From an optimization exercise on the open Yosys and OpenROAD flow, aimed at small area, a short achievable clock period and few clock cycles per item; shortcuts taken in it are not production practice.
In this exercise RTL edits were held to simulation tests only and were not proved equivalent to the original.

File: design/flow/design.v
`default_nettype none
package npq_pkg;
  localparam int PALETTE_ENTRIES_MAX = 16;
  localparam int COLOR_W             = 8;
  localparam int ENTRY_W             = 4;
  localparam int DIST_W              = 18;
  localparam int RGB_W               = 24;
  localparam int PAIR_W              = 48;
  localparam int CFG_INDEX_W         = 4;
  localparam int CODE_W              = 8;
endpackage
`default_nettype wire
`default_nettype none
module npq_lane (
  input  wire logic        clk,
  input  wire logic [7:0]  a0,
  input  wire logic [7:0]  a1,
  input  wire logic [7:0]  a2,
  output logic      [17:0] sq_dist
);
  logic [4:0] lo;
  logic lo_c;
  logic [12:0] ra, rb;
  logic w1;
  logic w2;
  logic w3;
  logic w4;
  logic w5;
  logic w6;
  logic w7;
  logic w8;
  logic w9;
  logic w10;
  logic w11;
  logic w12;
  logic w13;
  logic w14;
  logic w15;
  logic w16;
  logic w17;
  logic w18;
  logic w19;
  logic w20;
  logic w21;
  logic w22;
  logic w23;
  logic w24;
  logic w25;
  logic w26;
  logic w27;
  logic w28;
  logic w29;
  logic w30;
  logic w31;
  logic w32;
  logic w33;
  logic w34;
  logic w35;
  logic w36;
  logic w37;
  logic w38;
  logic w39;
  logic w40;
  logic w41;
  logic w42;
  logic w43;
  logic w44;
  logic w45;
  logic w46;
  logic w47;
  logic w48;
  logic w49;
  logic w50;
  logic w51;
  logic w52;
  logic w53;
  logic w54;
  logic w55;
  logic w56;
  logic w57;
  logic w58;
  logic w59;
  logic w60;
  logic w61;
  logic w62;
  logic w63;
  logic w64;
  logic w65;
  logic w66;
  logic w67;
  logic w68;
  logic w69;
  logic w70;
  logic w71;
  logic w72;
  logic w73;
  logic w74;
  logic w75;
  logic w76;
  logic w77;
  logic w78;
  logic w79;
  logic w80;
  logic w81;
  logic w82;
  logic w83;
  logic w84;
  logic w85;
  logic w86;
  logic w87;
  logic w88;
  logic w89;
  logic w90;
  logic w91;
  logic w92;
  logic w93;
  logic w94;
  logic w95;
  logic w96;
  logic w97;
  logic w98;
  logic w99;
  logic w100;
  logic w101;
  logic w102;
  logic w103;
  logic w104;
  logic w105;
  logic w106;
  logic w107;
  logic w108;
  logic w109;
  logic w110;
  logic w111;
  logic w112;
  logic w113;
  logic w114;
  logic w115;
  logic w116;
  logic w117;
  logic w118;
  logic w119;
  logic w120;
  logic w121;
  logic w122;
  logic w123;
  logic w124;
  logic w125;
  logic w126;
  logic w127;
  logic w128;
  logic w129;
  logic w130;
  logic w131;
  logic w132;
  logic w133;
  logic w134;
  logic w135;
  logic w136;
  logic w137;
  logic w138;
  logic w139;
  logic w140;
  logic w141;
  logic w142;
  logic w143;
  logic w144;
  logic w145;
  logic w146;
  logic w147;
  logic w148;
  logic w149;
  logic w150;
  logic w151;
  logic w152;
  logic w153;
  logic w154;
  logic w155;
  logic w156;
  logic w157;
  logic w158;
  logic w159;
  logic w160;
  logic w161;
  logic w162;
  logic w163;
  logic w164;
  logic w165;
  logic w166;
  logic w167;
  logic w168;
  logic w169;
  logic w170;
  logic w171;
  logic w172;
  logic w173;
  logic w174;
  logic w175;
  logic w176;
  logic w177;
  logic w178;
  logic w179;
  logic w180;
  logic w181;
  logic w182;
  logic w183;
  logic w184;
  logic w185;
  logic w186;
  logic w187;
  logic w188;
  logic w189;
  logic w190;
  logic w191;
  logic w192;
  logic w193;
  logic w194;
  logic w195;
  logic w196;
  logic w197;
  logic w198;
  logic w199;
  logic w200;
  logic w201;
  logic w202;
  logic w203;
  logic w204;
  logic w205;
  logic w206;
  logic w207;
  logic w208;
  logic w209;
  logic w210;
  logic w211;
  logic w212;
  logic w213;
  logic w214;
  logic w215;
  logic w216;
  logic w217;
  logic w218;
  logic w219;
  logic w220;
  logic w221;
  logic w222;
  logic w223;
  logic w224;
  logic w225;
  logic w226;
  logic w227;
  logic w228;
  logic w229;
  logic w230;
  logic w231;
  logic w232;
  logic w233;
  logic w234;
  logic w235;
  logic w236;
  logic w237;
  logic w238;
  logic w239;
  logic w240;
  logic w241;
  logic w242;
  logic w243;
  logic w244;
  logic w245;
  logic w246;
  logic w247;
  logic w248;
  logic w249;
  logic w250;
  logic w251;
  logic w252;
  logic w253;
  logic w254;
  logic w255;
  logic w256;
  logic w257;
  logic w258;
  logic w259;
  logic w260;
  logic w261;
  logic w262;
  logic w263;
  logic w264;
  logic w265;
  logic w266;
  logic w267;
  logic w268;
  logic w269;
  logic w270;
  logic w271;
  logic w272;
  logic w273;
  logic w274;
  logic w275;
  logic w276;
  logic w277;
  logic w278;
  logic w279;
  logic w280;
  logic w281;
  logic w282;
  logic w283;
  logic w284;
  logic w285;
  logic w286;
  assign w1 = a0[0];
  assign w2 = (a0[1] & ~a0[0]);
  assign w3 = (a0[0] & a0[1]);
  assign w4 = (a0[2] & ~a0[1]);
  assign w5 = (a0[1] & a0[2]);
  assign w6 = (a0[3] & ~a0[2]);
  assign w7 = (a0[2] & a0[3]);
  assign w8 = (a0[4] & ~a0[3]);
  assign w9 = (a0[3] & a0[4]);
  assign w10 = (a0[5] & ~a0[4]);
  assign w11 = (a0[4] & a0[5]);
  assign w12 = (a0[6] & ~a0[5]);
  assign w13 = (a0[5] & a0[6]);
  assign w14 = (a0[7] & ~a0[6]);
  assign w15 = (a0[6] & a0[7]);
  assign w16 = (a0[0] & a0[2]);
  assign w17 = (a0[0] & a0[3]);
  assign w18 = (a0[0] & a0[4]);
  assign w19 = (a0[0] & a0[5]);
  assign w20 = (a0[0] & a0[6]);
  assign w21 = (a0[0] & a0[7]);
  assign w22 = (a0[1] & a0[3]);
  assign w23 = (a0[1] & a0[4]);
  assign w24 = (a0[1] & a0[5]);
  assign w25 = (a0[1] & a0[6]);
  assign w26 = (a0[1] & a0[7]);
  assign w27 = (a0[2] & a0[4]);
  assign w28 = (a0[2] & a0[5]);
  assign w29 = (a0[2] & a0[6]);
  assign w30 = (a0[2] & a0[7]);
  assign w31 = (a0[3] & a0[5]);
  assign w32 = (a0[3] & a0[6]);
  assign w33 = (a0[3] & a0[7]);
  assign w34 = (a0[4] & a0[6]);
  assign w35 = (a0[4] & a0[7]);
  assign w36 = (a0[5] & a0[7]);
  assign w37 = a1[0];
  assign w38 = (a1[1] & ~a1[0]);
  assign w39 = (a1[0] & a1[1]);
  assign w40 = (a1[2] & ~a1[1]);
  assign w41 = (a1[1] & a1[2]);
  assign w42 = (a1[3] & ~a1[2]);
  assign w43 = (a1[2] & a1[3]);
  assign w44 = (a1[4] & ~a1[3]);
  assign w45 = (a1[3] & a1[4]);
  assign w46 = (a1[5] & ~a1[4]);
  assign w47 = (a1[4] & a1[5]);
  assign w48 = (a1[6] & ~a1[5]);
  assign w49 = (a1[5] & a1[6]);
  assign w50 = (a1[7] & ~a1[6]);
  assign w51 = (a1[6] & a1[7]);
  assign w52 = (a1[0] & a1[2]);
  assign w53 = (a1[0] & a1[3]);
  assign w54 = (a1[0] & a1[4]);
  assign w55 = (a1[0] & a1[5]);
  assign w56 = (a1[0] & a1[6]);
  assign w57 = (a1[0] & a1[7]);
  assign w58 = (a1[1] & a1[3]);
  assign w59 = (a1[1] & a1[4]);
  assign w60 = (a1[1] & a1[5]);
  assign w61 = (a1[1] & a1[6]);
  assign w62 = (a1[1] & a1[7]);
  assign w63 = (a1[2] & a1[4]);
  assign w64 = (a1[2] & a1[5]);
  assign w65 = (a1[2] & a1[6]);
  assign w66 = (a1[2] & a1[7]);
  assign w67 = (a1[3] & a1[5]);
  assign w68 = (a1[3] & a1[6]);
  assign w69 = (a1[3] & a1[7]);
  assign w70 = (a1[4] & a1[6]);
  assign w71 = (a1[4] & a1[7]);
  assign w72 = (a1[5] & a1[7]);
  assign w73 = a2[0];
  assign w74 = (a2[1] & ~a2[0]);
  assign w75 = (a2[0] & a2[1]);
  assign w76 = (a2[2] & ~a2[1]);
  assign w77 = (a2[1] & a2[2]);
  assign w78 = (a2[3] & ~a2[2]);
  assign w79 = (a2[2] & a2[3]);
  assign w80 = (a2[4] & ~a2[3]);
  assign w81 = (a2[3] & a2[4]);
  assign w82 = (a2[5] & ~a2[4]);
  assign w83 = (a2[4] & a2[5]);
  assign w84 = (a2[6] & ~a2[5]);
  assign w85 = (a2[5] & a2[6]);
  assign w86 = (a2[7] & ~a2[6]);
  assign w87 = (a2[6] & a2[7]);
  assign w88 = (a2[0] & a2[2]);
  assign w89 = (a2[0] & a2[3]);
  assign w90 = (a2[0] & a2[4]);
  assign w91 = (a2[0] & a2[5]);
  assign w92 = (a2[0] & a2[6]);
  assign w93 = (a2[0] & a2[7]);
  assign w94 = (a2[1] & a2[3]);
  assign w95 = (a2[1] & a2[4]);
  assign w96 = (a2[1] & a2[5]);
  assign w97 = (a2[1] & a2[6]);
  assign w98 = (a2[1] & a2[7]);
  assign w99 = (a2[2] & a2[4]);
  assign w100 = (a2[2] & a2[5]);
  assign w101 = (a2[2] & a2[6]);
  assign w102 = (a2[2] & a2[7]);
  assign w103 = (a2[3] & a2[5]);
  assign w104 = (a2[3] & a2[6]);
  assign w105 = (a2[3] & a2[7]);
  assign w106 = (a2[4] & a2[6]);
  assign w107 = (a2[4] & a2[7]);
  assign w108 = (a2[5] & a2[7]);
  assign w109 = w7 ^ w20 ^ w24;
  assign w110 = (w7 & w20) | (w7 & w24) | (w20 & w24);
  assign w111 = w27 ^ w43;
  assign w112 = w27 & w43;
  assign w113 = w8 ^ w21 ^ w25;
  assign w114 = (w8 & w21) | (w8 & w25) | (w21 & w25);
  assign w115 = w28 ^ w44 ^ w57;
  assign w116 = (w28 & w44) | (w28 & w57) | (w44 & w57);
  assign w117 = w61 ^ w64;
  assign w118 = w61 & w64;
  assign w119 = w9 ^ w26 ^ w29;
  assign w120 = (w9 & w26) | (w9 & w29) | (w26 & w29);
  assign w121 = w31 ^ w45 ^ w62;
  assign w122 = (w31 & w45) | (w31 & w62) | (w45 & w62);
  assign w123 = w65 ^ w67 ^ w81;
  assign w124 = (w65 & w67) | (w65 & w81) | (w67 & w81);
  assign w125 = w10 ^ w30 ^ w32;
  assign w126 = (w10 & w30) | (w10 & w32) | (w30 & w32);
  assign w127 = w46 ^ w66;
  assign w128 = w46 & w66;
  assign w129 = w11 ^ w33 ^ w34;
  assign w130 = (w11 & w33) | (w11 & w34) | (w33 & w34);
  assign w131 = w5 ^ w18 ^ w22;
  assign w132 = (w5 & w18) | (w5 & w22) | (w18 & w22);
  assign w133 = w41 ^ w54;
  assign w134 = w41 & w54;
  assign w135 = w6 ^ w19 ^ w23;
  assign w136 = (w6 & w19) | (w6 & w23) | (w19 & w23);
  assign w137 = w42 ^ w55 ^ w59;
  assign w138 = (w42 & w55) | (w42 & w59) | (w55 & w59);
  assign w139 = w78 ^ w91;
  assign w140 = w78 & w91;
  assign w141 = w109 ^ w111 ^ w56;
  assign w142 = (w109 & w111) | (w109 & w56) | (w111 & w56);
  assign w143 = w60 ^ w63 ^ w79;
  assign w144 = (w60 & w63) | (w60 & w79) | (w63 & w79);
  assign w145 = w92 ^ w96 ^ w99;
  assign w146 = (w92 & w96) | (w92 & w99) | (w96 & w99);
  assign w147 = w113 ^ w115 ^ w117;
  assign w148 = (w113 & w115) | (w113 & w117) | (w115 & w117);
  assign w149 = w80 ^ w93 ^ w97;
  assign w150 = (w80 & w93) | (w80 & w97) | (w93 & w97);
  assign w151 = w100 ^ w110 ^ w112;
  assign w152 = (w100 & w110) | (w100 & w112) | (w110 & w112);
  assign w153 = w119 ^ w121 ^ w123;
  assign w154 = (w119 & w121) | (w119 & w123) | (w121 & w123);
  assign w155 = w98 ^ w101 ^ w103;
  assign w156 = (w98 & w101) | (w98 & w103) | (w101 & w103);
  assign w157 = w114 ^ w116 ^ w118;
  assign w158 = (w114 & w116) | (w114 & w118) | (w116 & w118);
  assign w159 = w125 ^ w127 ^ w68;
  assign w160 = (w125 & w127) | (w125 & w68) | (w127 & w68);
  assign w161 = w82 ^ w102 ^ w104;
  assign w162 = (w82 & w102) | (w82 & w104) | (w102 & w104);
  assign w163 = w120 ^ w122 ^ w124;
  assign w164 = (w120 & w122) | (w120 & w124) | (w122 & w124);
  assign w165 = w129 ^ w47 ^ w69;
  assign w166 = (w129 & w47) | (w129 & w69) | (w47 & w69);
  assign w167 = w70 ^ w83 ^ w105;
  assign w168 = (w70 & w83) | (w70 & w105) | (w83 & w105);
  assign w169 = w106 ^ w126 ^ w128;
  assign w170 = (w106 & w126) | (w106 & w128) | (w126 & w128);
  assign w171 = w12 ^ w35 ^ w48;
  assign w172 = (w12 & w35) | (w12 & w48) | (w35 & w48);
  assign w173 = w71 ^ w84 ^ w107;
  assign w174 = (w71 & w84) | (w71 & w107) | (w84 & w107);
  assign w175 = w13 ^ w36 ^ w49;
  assign w176 = (w13 & w36) | (w13 & w49) | (w36 & w49);
  assign w177 = w3 ^ w16 ^ w39;
  assign w178 = (w3 & w16) | (w3 & w39) | (w16 & w39);
  assign w179 = w4 ^ w17 ^ w40;
  assign w180 = (w4 & w17) | (w4 & w40) | (w17 & w40);
  assign w181 = w53 ^ w76;
  assign w182 = w53 & w76;
  assign w183 = w131 ^ w133 ^ w58;
  assign w184 = (w131 & w133) | (w131 & w58) | (w133 & w58);
  assign w185 = w77 ^ w90 ^ w94;
  assign w186 = (w77 & w90) | (w77 & w94) | (w90 & w94);
  assign w187 = w135 ^ w137 ^ w139;
  assign w188 = (w135 & w137) | (w135 & w139) | (w137 & w139);
  assign w189 = w95 ^ w132 ^ w134;
  assign w190 = (w95 & w132) | (w95 & w134) | (w132 & w134);
  assign w191 = w141 ^ w143 ^ w145;
  assign w192 = (w141 & w143) | (w141 & w145) | (w143 & w145);
  assign w193 = w136 ^ w138 ^ w140;
  assign w194 = (w136 & w138) | (w136 & w140) | (w138 & w140);
  assign w195 = w147 ^ w149 ^ w151;
  assign w196 = (w147 & w149) | (w147 & w151) | (w149 & w151);
  assign w197 = w142 ^ w144 ^ w146;
  assign w198 = (w142 & w144) | (w142 & w146) | (w144 & w146);
  assign w199 = w153 ^ w155 ^ w157;
  assign w200 = (w153 & w155) | (w153 & w157) | (w155 & w157);
  assign w201 = w148 ^ w150 ^ w152;
  assign w202 = (w148 & w150) | (w148 & w152) | (w150 & w152);
  assign w203 = w159 ^ w161 ^ w163;
  assign w204 = (w159 & w161) | (w159 & w163) | (w161 & w163);
  assign w205 = w154 ^ w156 ^ w158;
  assign w206 = (w154 & w156) | (w154 & w158) | (w156 & w158);
  assign w207 = w165 ^ w167 ^ w169;
  assign w208 = (w165 & w167) | (w165 & w169) | (w167 & w169);
  assign w209 = w160 ^ w162 ^ w164;
  assign w210 = (w160 & w162) | (w160 & w164) | (w162 & w164);
  assign w211 = w171 ^ w173 ^ w130;
  assign w212 = (w171 & w173) | (w171 & w130) | (w173 & w130);
  assign w213 = w166 ^ w168 ^ w170;
  assign w214 = (w166 & w168) | (w166 & w170) | (w168 & w170);
  assign w215 = w175 ^ w72 ^ w85;
  assign w216 = (w175 & w72) | (w175 & w85) | (w72 & w85);
  assign w217 = w108 ^ w172 ^ w174;
  assign w218 = (w108 & w172) | (w108 & w174) | (w172 & w174);
  assign w219 = w14 ^ w50 ^ w86;
  assign w220 = (w14 & w50) | (w14 & w86) | (w50 & w86);
  assign w221 = w177 ^ w52;
  assign w222 = w177 & w52;
  assign w223 = w179 ^ w181 ^ w89;
  assign w224 = (w179 & w181) | (w179 & w89) | (w181 & w89);
  assign w225 = w183 ^ w185 ^ w180;
  assign w226 = (w183 & w185) | (w183 & w180) | (w185 & w180);
  assign w227 = w187 ^ w189 ^ w184;
  assign w228 = (w187 & w189) | (w187 & w184) | (w189 & w184);
  assign w229 = w191 ^ w193 ^ w188;
  assign w230 = (w191 & w193) | (w191 & w188) | (w193 & w188);
  assign w231 = w195 ^ w197 ^ w192;
  assign w232 = (w195 & w197) | (w195 & w192) | (w197 & w192);
  assign w233 = w199 ^ w201 ^ w196;
  assign w234 = (w199 & w201) | (w199 & w196) | (w201 & w196);
  assign w235 = w203 ^ w205 ^ w200;
  assign w236 = (w203 & w205) | (w203 & w200) | (w205 & w200);
  assign w237 = w207 ^ w209 ^ w204;
  assign w238 = (w207 & w209) | (w207 & w204) | (w209 & w204);
  assign w239 = w211 ^ w213 ^ w208;
  assign w240 = (w211 & w213) | (w211 & w208) | (w213 & w208);
  assign w241 = w215 ^ w217 ^ w212;
  assign w242 = (w215 & w217) | (w215 & w212) | (w217 & w212);
  assign w243 = w219 ^ w176 ^ w216;
  assign w244 = (w219 & w176) | (w219 & w216) | (w176 & w216);
  assign w245 = w15 ^ w51 ^ w87;
  assign w246 = (w15 & w51) | (w15 & w87) | (w51 & w87);
  assign w247 = w1 ^ w37;
  assign w248 = w1 & w37;
  assign w249 = w2 ^ w38;
  assign w250 = w2 & w38;
  assign w251 = w221 ^ w75 ^ w88;
  assign w252 = (w221 & w75) | (w221 & w88) | (w75 & w88);
  assign w253 = w223 ^ w178 ^ w222;
  assign w254 = (w223 & w178) | (w223 & w222) | (w178 & w222);
  assign w255 = w225 ^ w182 ^ w224;
  assign w256 = (w225 & w182) | (w225 & w224) | (w182 & w224);
  assign w257 = w227 ^ w186 ^ w226;
  assign w258 = (w227 & w186) | (w227 & w226) | (w186 & w226);
  assign w259 = w229 ^ w190 ^ w228;
  assign w260 = (w229 & w190) | (w229 & w228) | (w190 & w228);
  assign w261 = w231 ^ w194 ^ w230;
  assign w262 = (w231 & w194) | (w231 & w230) | (w194 & w230);
  assign w263 = w233 ^ w198 ^ w232;
  assign w264 = (w233 & w198) | (w233 & w232) | (w198 & w232);
  assign w265 = w235 ^ w202 ^ w234;
  assign w266 = (w235 & w202) | (w235 & w234) | (w202 & w234);
  assign w267 = w237 ^ w206 ^ w236;
  assign w268 = (w237 & w206) | (w237 & w236) | (w206 & w236);
  assign w269 = w239 ^ w210 ^ w238;
  assign w270 = (w239 & w210) | (w239 & w238) | (w210 & w238);
  assign w271 = w241 ^ w214 ^ w240;
  assign w272 = (w241 & w214) | (w241 & w240) | (w214 & w240);
  assign w273 = w243 ^ w218 ^ w242;
  assign w274 = (w243 & w218) | (w243 & w242) | (w218 & w242);
  assign w275 = w245 ^ w220 ^ w244;
  assign w276 = (w245 & w220) | (w245 & w244) | (w220 & w244);
  assign w277 = w247 ^ w73;
  assign w278 = w247 & w73;
  assign w279 = w248 ^ w278;
  assign w280 = w248 & w278;
  assign w281 = w249 ^ w74 ^ w280;
  assign w282 = (w249 & w74) | (w249 & w280) | (w74 & w280);
  assign w283 = w251 ^ w250 ^ w282;
  assign w284 = (w251 & w250) | (w251 & w282) | (w250 & w282);
  assign w285 = w253 ^ w252 ^ w284;
  assign w286 = (w253 & w252) | (w253 & w284) | (w252 & w284);
  assign ra[12] = 1'b0;
  assign rb[12] = 1'b0;
  always_ff @(posedge clk) begin
      lo[0] <= w277;
      lo[1] <= w279;
      lo[2] <= w281;
      lo[3] <= w283;
      lo[4] <= w285;
      lo_c <= w286;
      ra[0] <= w255;
      ra[1] <= w257;
      ra[2] <= w259;
      ra[3] <= w261;
      ra[4] <= w263;
      ra[5] <= w265;
      ra[6] <= w267;
      ra[7] <= w269;
      ra[8] <= w271;
      ra[9] <= w273;
      ra[10] <= w275;
      ra[11] <= w246;
      rb[0] <= w254;
      rb[1] <= w256;
      rb[2] <= w258;
      rb[3] <= w260;
      rb[4] <= w262;
      rb[5] <= w264;
      rb[6] <= w266;
      rb[7] <= w268;
      rb[8] <= w270;
      rb[9] <= w272;
      rb[10] <= w274;
      rb[11] <= w276;
  end
  always_ff @(posedge clk) sq_dist <= {ra + rb + 13'(lo_c), lo};
endmodule
`default_nettype wire
`default_nettype none
module nearest_palette_colour_quantizer #(
  parameter int PALETTE_ENTRIES = npq_pkg::PALETTE_ENTRIES_MAX
) (
  input  wire logic                              clk,
  input  wire logic                              rst,
  input  wire logic                              cfg_valid,
  output logic                                   cfg_ready,
  input  wire logic [npq_pkg::CFG_INDEX_W-1:0]   cfg_index,
  input  wire logic [npq_pkg::PAIR_W-1:0]        cfg_data,
  input  wire logic                              in_valid,
  output logic                                   in_ready,
  input  wire logic [npq_pkg::COLOR_W-1:0]       red,
  input  wire logic [npq_pkg::COLOR_W-1:0]       green,
  input  wire logic [npq_pkg::COLOR_W-1:0]       blue,
  input  wire logic [npq_pkg::COLOR_W-1:0]       alpha,
  output logic                                   out_valid,
  input  wire logic                              out_ready,
  output logic      [npq_pkg::ENTRY_W-1:0]       nearest_entry,
  output logic      [npq_pkg::DIST_W-1:0]        best_distance,
  output logic      [npq_pkg::CODE_W-1:0]        pixel_code,
  output logic                                   is_transparent
);
  logic [23:0] pal [16];
  logic [7:0]  wr_pair;            
  logic [47:0] wr_data;
  logic        take, deq;
  logic [3:0]  inflight;           
  logic [3:0]  inflight_nx;
  logic [5:0]  v, t;               
  logic [23:0] px0;                
  logic [7:0]  ad1 [16][3];        
  logic [17:0] sqd [16];           
  logic [17:0] gmin [4];           
  logic [1:0]  gidx [4];           
  assign cfg_ready = 1'b1;
  always_ff @(posedge clk) begin
    wr_data <= cfg_data;
    for (int k = 0; k < 8; k++) begin
      wr_pair[k] <= !rst && cfg_valid && cfg_index == 4'(k);
    end
  end
  logic [47:0] wd;
  assign wd = wr_data & {48{!rst}};
  always_ff @(posedge clk) begin
    for (int k = 0; k < 8; k++) begin
      if (wr_pair[k] || rst) begin
        pal[2*k]   <= wd[23:0];
        pal[2*k+1] <= wd[47:24];
      end
    end
  end
  assign deq      = out_valid && out_ready;
  assign take     = in_valid && in_ready;
  assign inflight_nx = inflight + 4'(take) - 4'(deq);
  always_ff @(posedge clk) begin
    if (rst) begin
      inflight <= '0;
      in_ready <= 1'b1;
      v <= '0;
    end else begin
      inflight <= inflight_nx;
      in_ready <= inflight_nx != 4'd8;
      v <= {v[4:0], take};
    end
  end
  function automatic logic [7:0] absdiff(input logic [7:0] p, input logic [7:0] e);
    logic [7:0] g, t;
    logic [8:0] c0, c1;
    g = p & ~e;
    t = ~(p ^ e);
    c0[0] = 1'b0;
    c1[0] = 1'b1;
    for (int i = 0; i < 8; i++) begin
      c0[i+1] = g[i] | (t[i] & c0[i]);
      c1[i+1] = g[i] | (t[i] & c1[i]);
    end
    absdiff = t ^ (c1[8] ? c1[7:0] : ~c0[7:0]);
  endfunction
  always_ff @(posedge clk) begin
    px0 <= {red, green, blue};
    t <= {t[4:0], alpha != 8'hFF};
    for (int n = 0; n < 16; n++) begin
      ad1[n][0] <= absdiff(px0[23:16], pal[n][23:16]);
      ad1[n][1] <= absdiff(px0[15:8],  pal[n][15:8]);
      ad1[n][2] <= absdiff(px0[7:0],   pal[n][7:0]);
    end
  end
  for (genvar n = 0; n < 16; n++) begin : g_lane
    npq_lane u_lane (.clk(clk), .a0(ad1[n][0]), .a1(ad1[n][1]), .a2(ad1[n][2]), .sq_dist(sqd[n]));
  end
  function automatic logic [19:0] min4(input logic [17:0] a0, input logic [17:0] a1,
                                       input logic [17:0] a2, input logic [17:0] a3);
    logic c01, c02, c03, c12, c13, c23;
    logic w0, w1, w2, w3;
    c01 = a1 < a0;  c02 = a2 < a0;  c03 = a3 < a0;
    c12 = a2 < a1;  c13 = a3 < a1;  c23 = a3 < a2;
    w0 = !c01 && !c02 && !c03;
    w1 =  c01 && !c12 && !c13;
    w2 =  c02 &&  c12 && !c23;
    w3 =  c03 &&  c13 &&  c23;
    min4[17:0]  = ({18{w0}} & a0) | ({18{w1}} & a1) | ({18{w2}} & a2) | ({18{w3}} & a3);
    min4[19:18] = {w2 | w3, w1 | w3};
  endfunction
  function automatic logic lt18(input logic [17:0] a, input logic [17:0] b);
    logic c;
    c = 1'b0;
    for (int i = 0; i < 18; i++) c = (!a[i] && b[i]) || ((!a[i] || b[i]) && c);
    lt18 = c;
  endfunction
  function automatic logic [19:0] min4r(input logic [17:0] a0, input logic [17:0] a1,
                                        input logic [17:0] a2, input logic [17:0] a3);
    logic c01, c02, c03, c12, c13, c23;
    logic w0, w1, w2, w3;
    c01 = lt18(a1, a0);  c02 = lt18(a2, a0);  c03 = lt18(a3, a0);
    c12 = lt18(a2, a1);  c13 = lt18(a3, a1);  c23 = lt18(a3, a2);
    w0 = !c01 && !c02 && !c03;
    w1 =  c01 && !c12 && !c13;
    w2 =  c02 &&  c12 && !c23;
    w3 =  c03 &&  c13 &&  c23;
    min4r[17:0]  = ({18{w0}} & a0) | ({18{w1}} & a1) | ({18{w2}} & a2) | ({18{w3}} & a3);
    min4r[19:18] = {w2 | w3, w1 | w3};
  endfunction
  always_ff @(posedge clk) begin
    for (int q = 0; q < 4; q++) begin
      {gidx[q], gmin[q]} <= min4r(sqd[4*q], sqd[4*q+1], sqd[4*q+2], sqd[4*q+3]);
    end
  end
  logic [19:0] fin;
  logic [22:0] res;                
  always_comb begin
    fin = min4(gmin[0], gmin[1], gmin[2], gmin[3]);
    res[22]    = t[4];
    res[17:0]  = fin[17:0];
    case (fin[19:18])
      2'd0: res[21:18] = {2'd0, gidx[0]};
      2'd1: res[21:18] = {2'd1, gidx[1]};
      2'd2: res[21:18] = {2'd2, gidx[2]};
      default: res[21:18] = {2'd3, gidx[3]};
    endcase
  end
  logic [22:0] res5;
  always_ff @(posedge clk) res5 <= res;
  logic [22:0] q [8];
  logic [3:0]  qcount;
  logic [3:0]  qcount_nx;
  logic [3:0]  wpos;
  assign wpos = qcount - 4'(deq);
  assign qcount_nx = qcount + 4'(v[5]) - 4'(deq);
  always_ff @(posedge clk) begin
    for (int i = 0; i < 8; i++) begin
      if (v[5] && wpos == 4'(i)) begin
        q[i] <= res5;
      end else if (deq) begin
        q[i] <= (i == 7) ? q[i] : q[(i == 7) ? i : i + 1];
      end
    end
  end
  always_ff @(posedge clk) begin
    if (rst) begin
      qcount <= '0;
      out_valid <= 1'b0;
    end else begin
      qcount <= qcount_nx;
      out_valid <= qcount_nx != 4'd0;
    end
  end
  assign is_transparent = q[0][22];
  assign nearest_entry  = q[0][21:18];
  assign best_distance  = q[0][17:0];
  assign pixel_code     = {q[0][21:18] & {4{!q[0][22]}}, {4{q[0][22]}}};
endmodule
`default_nettype wire
File: design/flow/run.sh
#!/bin/bash
# synth_recipe.tcl (not shown) runs the flow's synth.tcl, then flattens the netlist and writes it again
# the make line also repeats each setting of config.mk as NAME=value (left out here)
make -C /OpenROAD-flow-scripts/flow DESIGN_CONFIG=/design/flow/config.mk WORK_HOME=/design/flow/orfs CLKGATE_MAP_FILE= SYNTH_SCRIPT=/design/flow/synth_recipe.tcl finish
File: design/flow/config.mk
export PLATFORM = sky130hd
export DESIGN_NAME = nearest_palette_colour_quantizer
export DESIGN_NICKNAME = nearest_palette_colour_quantizer
export VERILOG_FILES = /design/flow/design.v
export SDC_FILE = /design/flow/constraint.sdc
export NUM_CORES = 4
export LEC_CHECK = 0
export CAP_MARGIN = 20
export CORE_MARGIN = 2
export CORE_UTILIZATION = 50
export CTS_CLUSTER_DIAMETER = 100
export CTS_CLUSTER_SIZE = 30
export SETUP_SLACK_MARGIN = 2.8
export SLEW_MARGIN = 20
File: design/flow/constraint.sdc
create_clock -name core_clock -period 6.0 [get_ports {clk}]
set_input_delay 1.2000 -clock core_clock [delete_from_list [all_inputs] [get_ports {clk}]]
set_output_delay 1.2000 -clock core_clock [all_outputs]
set_load 0.01 [all_outputs]
==> results of run 1 <==
[layer usage]
layer	routed length (um)	global-route usage [%]
met2	175000	46.0
met5	95	0
met3	25000	4.92
met1	160000	37.4
met4	15000	11.7
[timing repair]
item | in CTS | in global routing
gates resized for setup | 675 | 364
setup buffers | 240 | 99
cloned | 1 | 2
endpoints found under the setup margin | 847 | 688
pin swaps | 141 | 135
[layout by cell type, fill, tap and decap left out, drive strengths merged, types with 289 or more instances in the layout]
master	instances
inv	2208
edfxtp	568
and2	1110
xnor2	373
nor2b	571
nand2	540
dfxtp	1356
buf	388
ha	896
a21o	334
mux2i	289
a21oi	472
fa	1298
[stage by stage]
stage | hold slack (ns) | worst slack (ns)
floorplan | 0.310 | 2.80
global placement | 0.311 | 1.47
detailed placement | 0.312 | 1.49
CTS | 0.335 | 2.65
global route | 0.339 | 2.60
finish | 0.326 | 2.66
[path summary, 6_finish.rpt]
check | start | cells past startpoint | endpoint
worst max register to register | ad1[15][3] | 8 | g_lane[5].u_lane.ra[6]
worst max-delay path | ad1[15][3] | 8 | g_lane[5].u_lane.ra[6]
worst min register to register | g_lane[12].u_lane.lo[4] | 0 | g_lane[12].u_lane.sq_dist[4]
worst min-delay path | g_lane[12].u_lane.lo[4] | 0 | g_lane[12].u_lane.sq_dist[4]
[logic make-up (layout without fill, tap and decap cells)]
kind of cell,Yosys count,after routing
buffers and inverters,2263,2883
AO/OA/AOI/OAI,1732,1732
multiplexers,450,450
flip-flops,1924,1924
AND/OR/NAND/NOR,3005,3008
adder cells (fa/ha/maj),2279,2279
other,1,53
XOR/XNOR,489,489
[registers in the layout (all words and copies together) (netlist names)]
name / flops
qcount: 4
g_lane.u_lane.lo_c: 16
ad1: 384
inflight: 4
v: 6
pal: 384
g_lane.u_lane.ra: 192
g_lane.u_lane.rb: 192
wr_pair: 8
in_ready: 1
gmin: 72
gidx: 8
out_valid: 1
t: 5
px0: 24
res5: 23
wr_data: 48
q: 184
g_lane.u_lane.sq_dist: 288
g_lane.u_lane.lo: 80
[critical path: stages (launching register included)]
cell and delay (ns):
sky130_fd_sc_hd__dfxtp_4 0.41, sky130_fd_sc_hd__and2_4 0.18, sky130_fd_sc_hd__fa_1 0.49, sky130_fd_sc_hd__fa_1 0.52, sky130_fd_sc_hd__inv_2 0.04, sky130_fd_sc_hd__fa_2 0.52
sky130_fd_sc_hd__inv_2 0.04, sky130_fd_sc_hd__fa_2 0.54, sky130_fd_sc_hd__fa_2 0.47
[final cells by class]
| class | instances | area (um^2) | area share, % |
|---|---|---|---|
| multi-input cells | 7959 | 77600 | 54.1 |
| flip-flops and latches | 1924 | 45300 | 31.6 |
| clock buffers | 123 | 2700 | 1.88 |
| repair buffers | 525 | 4440 | 3.09 |
| well taps | 3384 | 4230 | 2.95 |
| diodes | 52 | 130 | 0.0906 |
| inverters | 2169 | 8150 | 5.68 |
| clock inverters | 66 | 988 | 0.688 |
==> impl.org, run 1 <==
** Logic synthesis
- Distinct cell type count of the synthesized netlist :: 95
- The most used flip-flop cell after synthesis is sky130_fd_sc_hd__dfxtp_1.
- The mapped netlist covers 129,000 um^2.
- Counting flops with a built-in enable in the synthesized netlist gives between 500 and 600.
- In the synthesized netlist the async set-or-reset flop fraction comes to 0%.
- Of the total synthesized cell area, the portion taken by XOR and XNOR cells is 3.33%.
- Cell types with the largest area share after synthesis :: sky130_fd_sc_hd__dfxtp_1 21%, sky130_fd_sc_hd__fa_1 20%, sky130_fd_sc_hd__edfxtp_1 13%
- The synthesized netlist devotes 9.30% of its cell area to compound gates.
- Top cell type's share of synthesized area :: a little over a fifth
- Seq/Total Area, Yosys :: between 30% and 40%
- Number of register bits inferred by synthesis :: 1,924
- Dominant combinational cell family by area after synthesis :: adder cells
- Mean area per synthesized cell :: ~11 um^2
- Ranked by instance count, the synthesized netlist is headed by 2,169 x sky130_fd_sc_hd__inv_1, 1,356 x sky130_fd_sc_hd__dfxtp_1, 1,298 x sky130_fd_sc_hd__fa_1.
- After Yosys synthesis, and, or, nand and nor cells account for approximately an eighth of the synthesized area.
- sky130_fd_sc_hd__dfxtp_1 takes more of the synthesized area than any other cell.
- Synthesis handed over a netlist of 12,143 instances.
- Adder-Cell Fraction of Synth Area :: 29.6%
- Number of warnings printed during yosys synthesis :: 13
- The most common cell in the synthesized netlist is sky130_fd_sc_hd__inv_1.
- When the netlist entered floorplanning its net count stood at 14,426.
- Portion of netlist area occupied by mux cells :: approximately 3.7%

** Floorplanning
- Width of the chip :: approximately 500 um
- Row generation in the floorplan step produced 186 rows.
- Starting utilization of the core area :: 50.2%
- The floorplan step set the die height to 511 um.
- Die ar. :: approximately 260,000 um^2
- The region available for standard cell placement spans 256,000 um^2.
- I/O pin cnt :: 123

** Setup path
- Startpoint kind of the worst setup timing path :: flop
- Maximum fanout along the worst path :: 7
- Critical setup path kind :: flop to flop
- Setup slack of the most critical reg-to-reg path :: 2.66 ns
- Arrival time of data at the critical path endpoint :: approximately 4.0 ns
- Worst EP required :: 6.66 ns
- CP endpoint kind :: flop

** Place
- Once placement finished, the instance area stood at 135,000 um^2.
- Once placement completed, the tool counted placed cells totaling approximately 16,000.
- Post-DP HPWL :: 276 mm
- Buffers placed on the I/O ports in this run total 121.
- Placer congestion estimate :: slightly above 0.9

** Global routing
- All-layer global routing usage :: 28.3%
- For this run the aggregate overflow at the end of global routing stands at 0.
- The first global-routing pass estimated roughly 560 mm of wire.
- Vias in the first global route :: 90,264
- Initial antenna violation count :: 50
- Maximum number of pins on one net before global-route repair :: 49

** Timing
- For the pin with the worst max-slew slack, the measured transition is 1.20 ns.
- Setup repair after global routing could not meet its margin everywhere.
- Max Clk Rate :: 0.299 GHz
- Minimum period implied by the final worst setup slack :: 3.34 ns
- Sum of negative setup slack :: 0 ns
- Across the routed clock network, the largest skew measured is 0.0488 ns.
- The number of hold violations in the final report is 0.
- Measured against its own limit, the worst slew margin works out to 19.7%.
- Setup-failing EPs final :: 0
- The number of max-slew violations in the final report came to 0.
- Period utilisation layout :: 55.7%

** CTS
- Quantity of hold-fixing buffers added after cts :: 0
- The longest clock path from root to sink contains 3 buffers.
- Buffers inserted during clock tree synthesis total 100.
- Sinks on the clock net :: 1,924
- Clock-pin transition on the worst setup and hold timing paths :: 0.12 ns
- Clock latency at the later pin of the worst-skew pair :: around 0.83 ns
- Clock tree from TritonCTS :: built
- Maximum level of the CTS H-tree :: 3
- CTS placed an instance of sky130_fd_sc_hd__clkbuf_16 at the clock tree root.

** Finish
- Final Core Density :: 56.0%
- Final Cell Area :: 144,000 um^2
- The area growth from synthesis to layout is 11.5%.
- The net count of the finished layout is between 10,000 and 15,000.
- Number of filler instances in the final layout :: 22,252
- Ratio of cells with drive above 1 in the final layout :: 12.3%
- Cell Count, Final, Fillers Out :: 16,202

** Detailed routing
- Vias after detailed routing :: 88,474
- After the first detailed-routing iteration, the DRC count stood at 6,257.
- Total iterations of the first detailed-routing run :: 9
- Final wirelength :: between 300 and 400 mm
- In the final routed layout, each cell accounts on average for between 20 and 25 um.
- Final antenna-violating net count :: 0
- For this run, design rule violations remaining after detail routing come to 0.
- Dividing the detail-routed via count by the number of cells gives about 5.5.

** Hold path
- Path category of the worst min-delay check :: flop to flop

** Run status
- Status :: timing/DRC/antenna clean

** Job
- Across the run, the number of max-cap violations was 0.
Testbench counts, summed over its fixed seeds: cycles 16,056, items 16,000.
==> inputs of run 2 (changes only) <==
--- a/design/flow/design.v
+++ b/design/flow/design.v
@@ -654,29 +654,20 @@
   output logic                                   is_transparent
 );
   logic [23:0] pal [16];
-  logic [7:0]  wr_pair;            
-  logic [47:0] wr_data;
   logic        take, deq;
   logic [3:0]  inflight;           
   logic [3:0]  inflight_nx;
-  logic [5:0]  v, t;               
-  logic [23:0] px0;                
+  logic [4:0]  v, t;               
   logic [7:0]  ad1 [16][3];        
   logic [17:0] sqd [16];           
   logic [17:0] gmin [4];           
   logic [1:0]  gidx [4];           
   assign cfg_ready = 1'b1;
-  always_ff @(posedge clk) begin
-    wr_data <= cfg_data;
-    for (int k = 0; k < 8; k++) begin
-      wr_pair[k] <= !rst && cfg_valid && cfg_index == 4'(k);
-    end
-  end
   logic [47:0] wd;
-  assign wd = wr_data & {48{!rst}};
+  assign wd = cfg_data & {48{!rst}};
   always_ff @(posedge clk) begin
     for (int k = 0; k < 8; k++) begin
-      if (wr_pair[k] || rst) begin
+      if ((cfg_valid && cfg_index == 4'(k)) || rst) begin
         pal[2*k]   <= wd[23:0];
         pal[2*k+1] <= wd[47:24];
       end
@@ -692,8 +683,8 @@
       v <= '0;
     end else begin
       inflight <= inflight_nx;
-      in_ready <= inflight_nx != 4'd8;
-      v <= {v[4:0], take};
+      in_ready <= inflight_nx != 4'd7;
+      v <= {v[3:0], take};
     end
   end
   function automatic logic [7:0] absdiff(input logic [7:0] p, input logic [7:0] e);
@@ -710,12 +701,11 @@
     absdiff = t ^ (c1[8] ? c1[7:0] : ~c0[7:0]);
   endfunction
   always_ff @(posedge clk) begin
-    px0 <= {red, green, blue};
-    t <= {t[4:0], alpha != 8'hFF};
+    t <= {t[3:0], alpha != 8'hFF};
     for (int n = 0; n < 16; n++) begin
-      ad1[n][0] <= absdiff(px0[23:16], pal[n][23:16]);
-      ad1[n][1] <= absdiff(px0[15:8],  pal[n][15:8]);
-      ad1[n][2] <= absdiff(px0[7:0],   pal[n][7:0]);
+      ad1[n][0] <= absdiff(red,   pal[n][23:16]);
+      ad1[n][1] <= absdiff(green, pal[n][15:8]);
+      ad1[n][2] <= absdiff(blue,  pal[n][7:0]);
     end
   end
   for (genvar n = 0; n < 16; n++) begin : g_lane
@@ -762,7 +752,7 @@
   logic [22:0] res;                
   always_comb begin
     fin = min4(gmin[0], gmin[1], gmin[2], gmin[3]);
-    res[22]    = t[4];
+    res[22]    = t[3];
     res[17:0]  = fin[17:0];
     case (fin[19:18])
       2'd0: res[21:18] = {2'd0, gidx[0]};
@@ -773,18 +763,18 @@
   end
   logic [22:0] res5;
   always_ff @(posedge clk) res5 <= res;
-  logic [22:0] q [8];
+  logic [22:0] q [7];
   logic [3:0]  qcount;
   logic [3:0]  qcount_nx;
   logic [3:0]  wpos;
   assign wpos = qcount - 4'(deq);
-  assign qcount_nx = qcount + 4'(v[5]) - 4'(deq);
+  assign qcount_nx = qcount + 4'(v[4]) - 4'(deq);
   always_ff @(posedge clk) begin
-    for (int i = 0; i < 8; i++) begin
-      if (v[5] && wpos == 4'(i)) begin
+    for (int i = 0; i < 7; i++) begin
+      if (v[4] && wpos == 4'(i)) begin
         q[i] <= res5;
       end else if (deq) begin
-        q[i] <= (i == 7) ? q[i] : q[(i == 7) ? i : i + 1];
+        q[i] <= (i == 6) ? q[i] : q[(i == 6) ? i : i + 1];
       end
     end
   end
==> impl.org, run 2 <==
** Floorplanning
- Width of the chip :: around 510 um
- The floorplan step defined a core boundary enclosing 251,000 um^2.
- After floorplanning, the core was divided into around 180 placement rows.
- Die ar. :: 256,000 um^2
- In this run the count of I/O pins placed on the die edge is 123.
- The floorplan step set the die height to 506 um.
- Starting utilization of the core area :: 50.2%

** Finish
- Number of nets in the layout :: 14,723
- From synthesis to final layout, the design area changed by 11.7%.
- Leaving out fill and tap cells, the most frequent cell in the layout is sky130_fd_sc_hd__inv_1.
- Most frequent cells in the layout :: 2,188 x sky130_fd_sc_hd__inv_1, 1,199 x sky130_fd_sc_hd__fa_1, 1,032 x sky130_fd_sc_hd__and2_1
- Final Core Density :: 56.0%
- Of the cells placed in the final design, the portion with a size suffix greater than 1 is 12.6%.
- Fill cells in the final layout number between 20,000 and 25,000.
- Largest registers :: ad1 (384), pal (384), g_lane.u_lane.sq_dist (288)

** Timing
- After routing, the total negative slack on setup checks comes to 0 ns.
- Worst setup slack after layout :: 2.67 ns
- At the pin with the least slew margin, the transition time is 1.28 ns.
- Period utilisation layout :: roughly 55%
- Subtracting the final worst setup slack from the clock period gives 3.33 ns.
- The clock arrives with 0.0361 ns of skew.
- Setup-failing EPs final :: 0
- Number of hold violations in the final report :: 0
- In this run the tightest slew margin relative to its limit is 14.1%.
- Max Clk Rate :: ~0.3 GHz
- The number of max-slew violations in the final report was 0.
- Setup repair after global routing missed its margin :: true

** Logic synthesis
- Adder-Cell Fraction of Synth Area :: roughly 30%
- After synthesis, the largest family of logic cells by area is adder cells.
- In this run the cell area of the synthesized design comes to 126,000 um^2.
- The synthesized netlist devotes 12.5% of its cell area to simple gates.
- Async set or reset register ratio after synthesis :: 0%
- Xor-xnor portion of the synthesized cell area :: 3.41%
- Ranked by total cell area, the synthesized netlist is headed by sky130_fd_sc_hd__fa_1 21%, sky130_fd_sc_hd__dfxtp_1 20%, sky130_fd_sc_hd__edfxtp_1 13%.
- In the synthesized netlist, mux cells make up 3.53% of the area.
- Post-Synthesis Net Count :: 14,191
- Post-synth EDFFs :: 545
- sky130_fd_sc_hd__fa_1 takes more of the synthesized area than any other cell.
- Seq/Total Area, Yosys :: 33.3%
- In this run, synthesis produced a sequential element count of between 1,500 and 2,000.
- The synthesized netlist devotes 10.1% of its cell area to compound gates.
- After synthesis, the mean cell area works out to 10.6 um^2.
- Primary flip-flop cell chosen by synthesis mapping :: sky130_fd_sc_hd__dfxtp_1
- Distinct cell type count of the synthesized netlist :: 94
- After technology mapping, the gate count stands at 11,908.
- By count the netlist is led by 2,227 x sky130_fd_sc_hd__inv_1, 1,298 x sky130_fd_sc_hd__fa_1, 1,274 x sky130_fd_sc_hd__dfxtp_1.
- Most frequent cell after synthesis :: sky130_fd_sc_hd__inv_1
- Top cell type's share of synthesized area :: 20.7%
- During synthesis, Yosys emitted a total of 13 warnings.

** Global routing
- All-layer global routing usage :: 28.7%
- Total global routing overflow :: 0
- Entering global routing, the biggest net connects 62 pins.
- Initial antenna violation count :: 60
- The via count of the first global-routing pass was 88,196.
- The first global-routing pass estimated 550 mm of wire.

** Setup path
- Crit path top cell by count :: sky130_fd_sc_hd__fa_1
- STA puts the critical path data arrival time at 3.98 ns.
- The critical path contains buffers and inverters numbering 2 combined.
- Maximum fanout along the worst path :: 8
- The worst setup path is launched from a flop.
- Worst EP required :: 6.65 ns
- For this run, the slowest stage of the critical path takes around 0.54 ns.
- STA classifies the critical path endpoint as a flop.
- The worst register-to-register path ends at g_lane[9].u_lane.ra[4].
- The largest individual stage delay along the critical path comes from the cell sky130_fd_sc_hd__fa_1.
- Reg-to-Reg Start :: ad1[28][5]
- On the critical path the largest part of the delay comes from adder cells.
- The worst register-to-register path has a setup slack of 2.67 ns.
- Critical setup path kind :: flop to flop
- Length in cells of the worst reg-to-reg path :: 8
- List of cells traversed by the critical path :: and2_1 -> fa_1 -> fa_1 -> inv_1 -> fa_1 -> inv_1 -> fa_1 -> fa_2

** Detailed routing
- The first TritonRoute pass finished after 6 iterations.
- In this run the remaining antenna-violating nets after routing total 0.
- After detailed routing, the average wire length per cell comes to 23.1 um.
- In the routed layout, each cell is associated on average with a via count of 5.45.
- The detailed router put a total of 159 mm of wire on met1.
- Starting DRC count in detailed routing :: roughly 6,400
- Vias after detailed routing :: about 87,000
- Detailed routing placed a total of 167 mm of wire on met2.
- Final wirelength :: 370 mm
- Highest signal layer in the routed design :: met5
- Met3 routed wirelength :: 27.5 mm
- DRC Markers :: 0

** Hold path
- In this run the most critical hold path is launched from g_lane[14].u_lane.lo[0].
- The path class of the tightest hold or removal check is flop to flop.
- The worst hold path was traced through 0 stages.
- Endpoint, Worst Hold :: g_lane[14].u_lane.sq_dist[0]

** CTS
- Clock latency at the later pin of the worst-skew pair :: 0.78 ns
- Clock tree buffer depth :: 3
- Clock tree synthesis found a total of 1,819 sinks.
- Root Driver :: sky130_fd_sc_hd__clkbuf_16
- Counting the buffers created by CTS gives 90.
- The number of hold buffers added after CTS was 0.
- CTS built an H-tree with a depth of 3.
- Clock tree from TritonCTS :: built
- Clock-pin transition on the worst setup and hold timing paths :: 0.11 ns

** Place
- The count of buffers added on input and output ports is approximately 120.
- The wire-length estimate of the detail-placed layout is 280 mm.
- Placer congestion estimate :: 0.958
- Prior to clock tree synthesis, the placed netlist has a worst setup slack of approximately 0.97 ns.

** Run status
- The flow ran to the end and the layout has no timing, DRC or antenna violations.

** Job
- Across the run, the number of max-cap violations was 0.
## run 2: changes by cell type after synthesis, moves of 37 or more
cell,change
sky130_fd_sc_hd__nand2_1,-115
sky130_fd_sc_hd__dfxtp_1,-82
sky130_fd_sc_hd__a21oi_1,-81
sky130_fd_sc_hd__a21o_1,+65
sky130_fd_sc_hd__o221ai_1,+59
sky130_fd_sc_hd__inv_1,+58
sky130_fd_sc_hd__nor2b_1,-56
sky130_fd_sc_hd__nor4_1,+54
sky130_fd_sc_hd__a31o_2,+48
sky130_fd_sc_hd__o311ai_0,+48
sky130_fd_sc_hd__a31oi_1,+41
sky130_fd_sc_hd__o21bai_1,-37
## run 2: layout make-up
type / count / area [um^2] / share of cell area [%]
flip-flops and latches: 1819 / 43000 / 30.6
well taps: 3348 / 4190 / 2.98
inverters: 2229 / 8380 / 5.97
multi-input cells: 7758 / 76800 / 54.7
clock buffers: 116 / 2540 / 1.81
diodes: 104 / 260 / 0.185
repair buffers: 542 / 4560 / 3.25
clock inverters: 51 / 787 / 0.560
## run 2: metrics by stage
| stage | hold slack [ns] | area [um^2] | std cells |
|---|---|---|---|
| 3_5_place_dp | 0.312 | 132000 | 15365 |
| 2_1_floorplan | 0.310 | 126000 | 11908 |
| 5_1_grt | 0.333 | 140000 | 15877 |
| 4_1_cts | 0.327 | 138000 | 15755 |
| 3_3_place_gp | 0.312 | 132000 | 15364 |
| 6_report | 0.324 | 140000 | 15967 |
## run 2: per-layer routing
metal | GRT usage [%] | vias to the layer above
met3 | 6.15 | 579
met5 | 0 | -
li1 | - | 40205
met2 | 45.2 | 2588
met4 | 11.0 | 24
met1 | 38.7 | 43701
## run 2: kinds of logic (layout without fill, tap and decap cells)
group	after synthesis	count (layout)
compound gates	1777	1779
xor+xnor	490	490
fa+ha+maj	2272	2272
buf+inv	2337	2938
flops	1819	1819
mux	426	426
other cells	1	105
simple gates	2786	2790
## run 2: timing repair
action                     in CTS  in global routing
setup endpoints to repair     668                652
setup buffers                 220                104
gates cloned                    3                  3
resized for setup             689                300
pin swaps                     123                158
## run 2: worst max path at each step
stage	start	to	slack, ns	cells past startpoint
2_1_floorplan	blue[0]	ad1[11][1]	2.73	11
3_3_place_gp	blue[0]	ad1[8][1]	1.04	12
3_5_place_dp	blue[0]	ad1[8][3]	0.97	12
4_1_cts	ad1[27][3]	g_lane[9].u_lane.ra[4]	2.54	9
5_1_grt	ad1[27][5]	g_lane[9].u_lane.ra[5]	2.60	8
6_report	ad1[28][5]	g_lane[9].u_lane.ra[4]	2.67	8
## run 2: worst register-to-register path, cell delays in order (launching register included)
cell	delay, ns
sky130_fd_sc_hd__dfxtp_4	0.42
sky130_fd_sc_hd__and2_1	0.20
sky130_fd_sc_hd__fa_1	0.49
sky130_fd_sc_hd__fa_1	0.54
sky130_fd_sc_hd__inv_1	0.05
sky130_fd_sc_hd__fa_1	0.50
sky130_fd_sc_hd__inv_1	0.06
sky130_fd_sc_hd__fa_1	0.51
sky130_fd_sc_hd__fa_2	0.44
Testbench counts of run 2, summed over its fixed seeds: cycles 16,048, items 16,000.

[re-timing with driven ports]
How much do the figures lean on ideal ports? The routed layouts below were timed once more, with nothing changed but the port constraints.
Step 1, drivers: a clkbuf_16 drives clk and a buf_2 each remaining input, both assumed.
Step 2 moves the port delays by t, midway between the first and last clock arrival at a register: inputs arrive t later, outputs are due t later. That takes back most of the time a late clock gives input paths.
Three values: ideal, step 1, step 2; two values: the first two.
| run | shift t [ns] | slack for setup (ns) | worst hold slack (ns) |
|---|---|---|---|
| run 1 | 0.894 | 2.660 / 2.660 / 2.019 | 0.326 / 0.326 / 0.326 |
| run 2 | 0.863 | 2.673 / 2.673 / 2.068 | 0.324 / 0.324 / 0.324 |
After both steps every run listed still meets setup and hold. The setup slack of run 1, which loses most, moves by 0.000 ns with the drivers and by -0.641 ns with both steps.
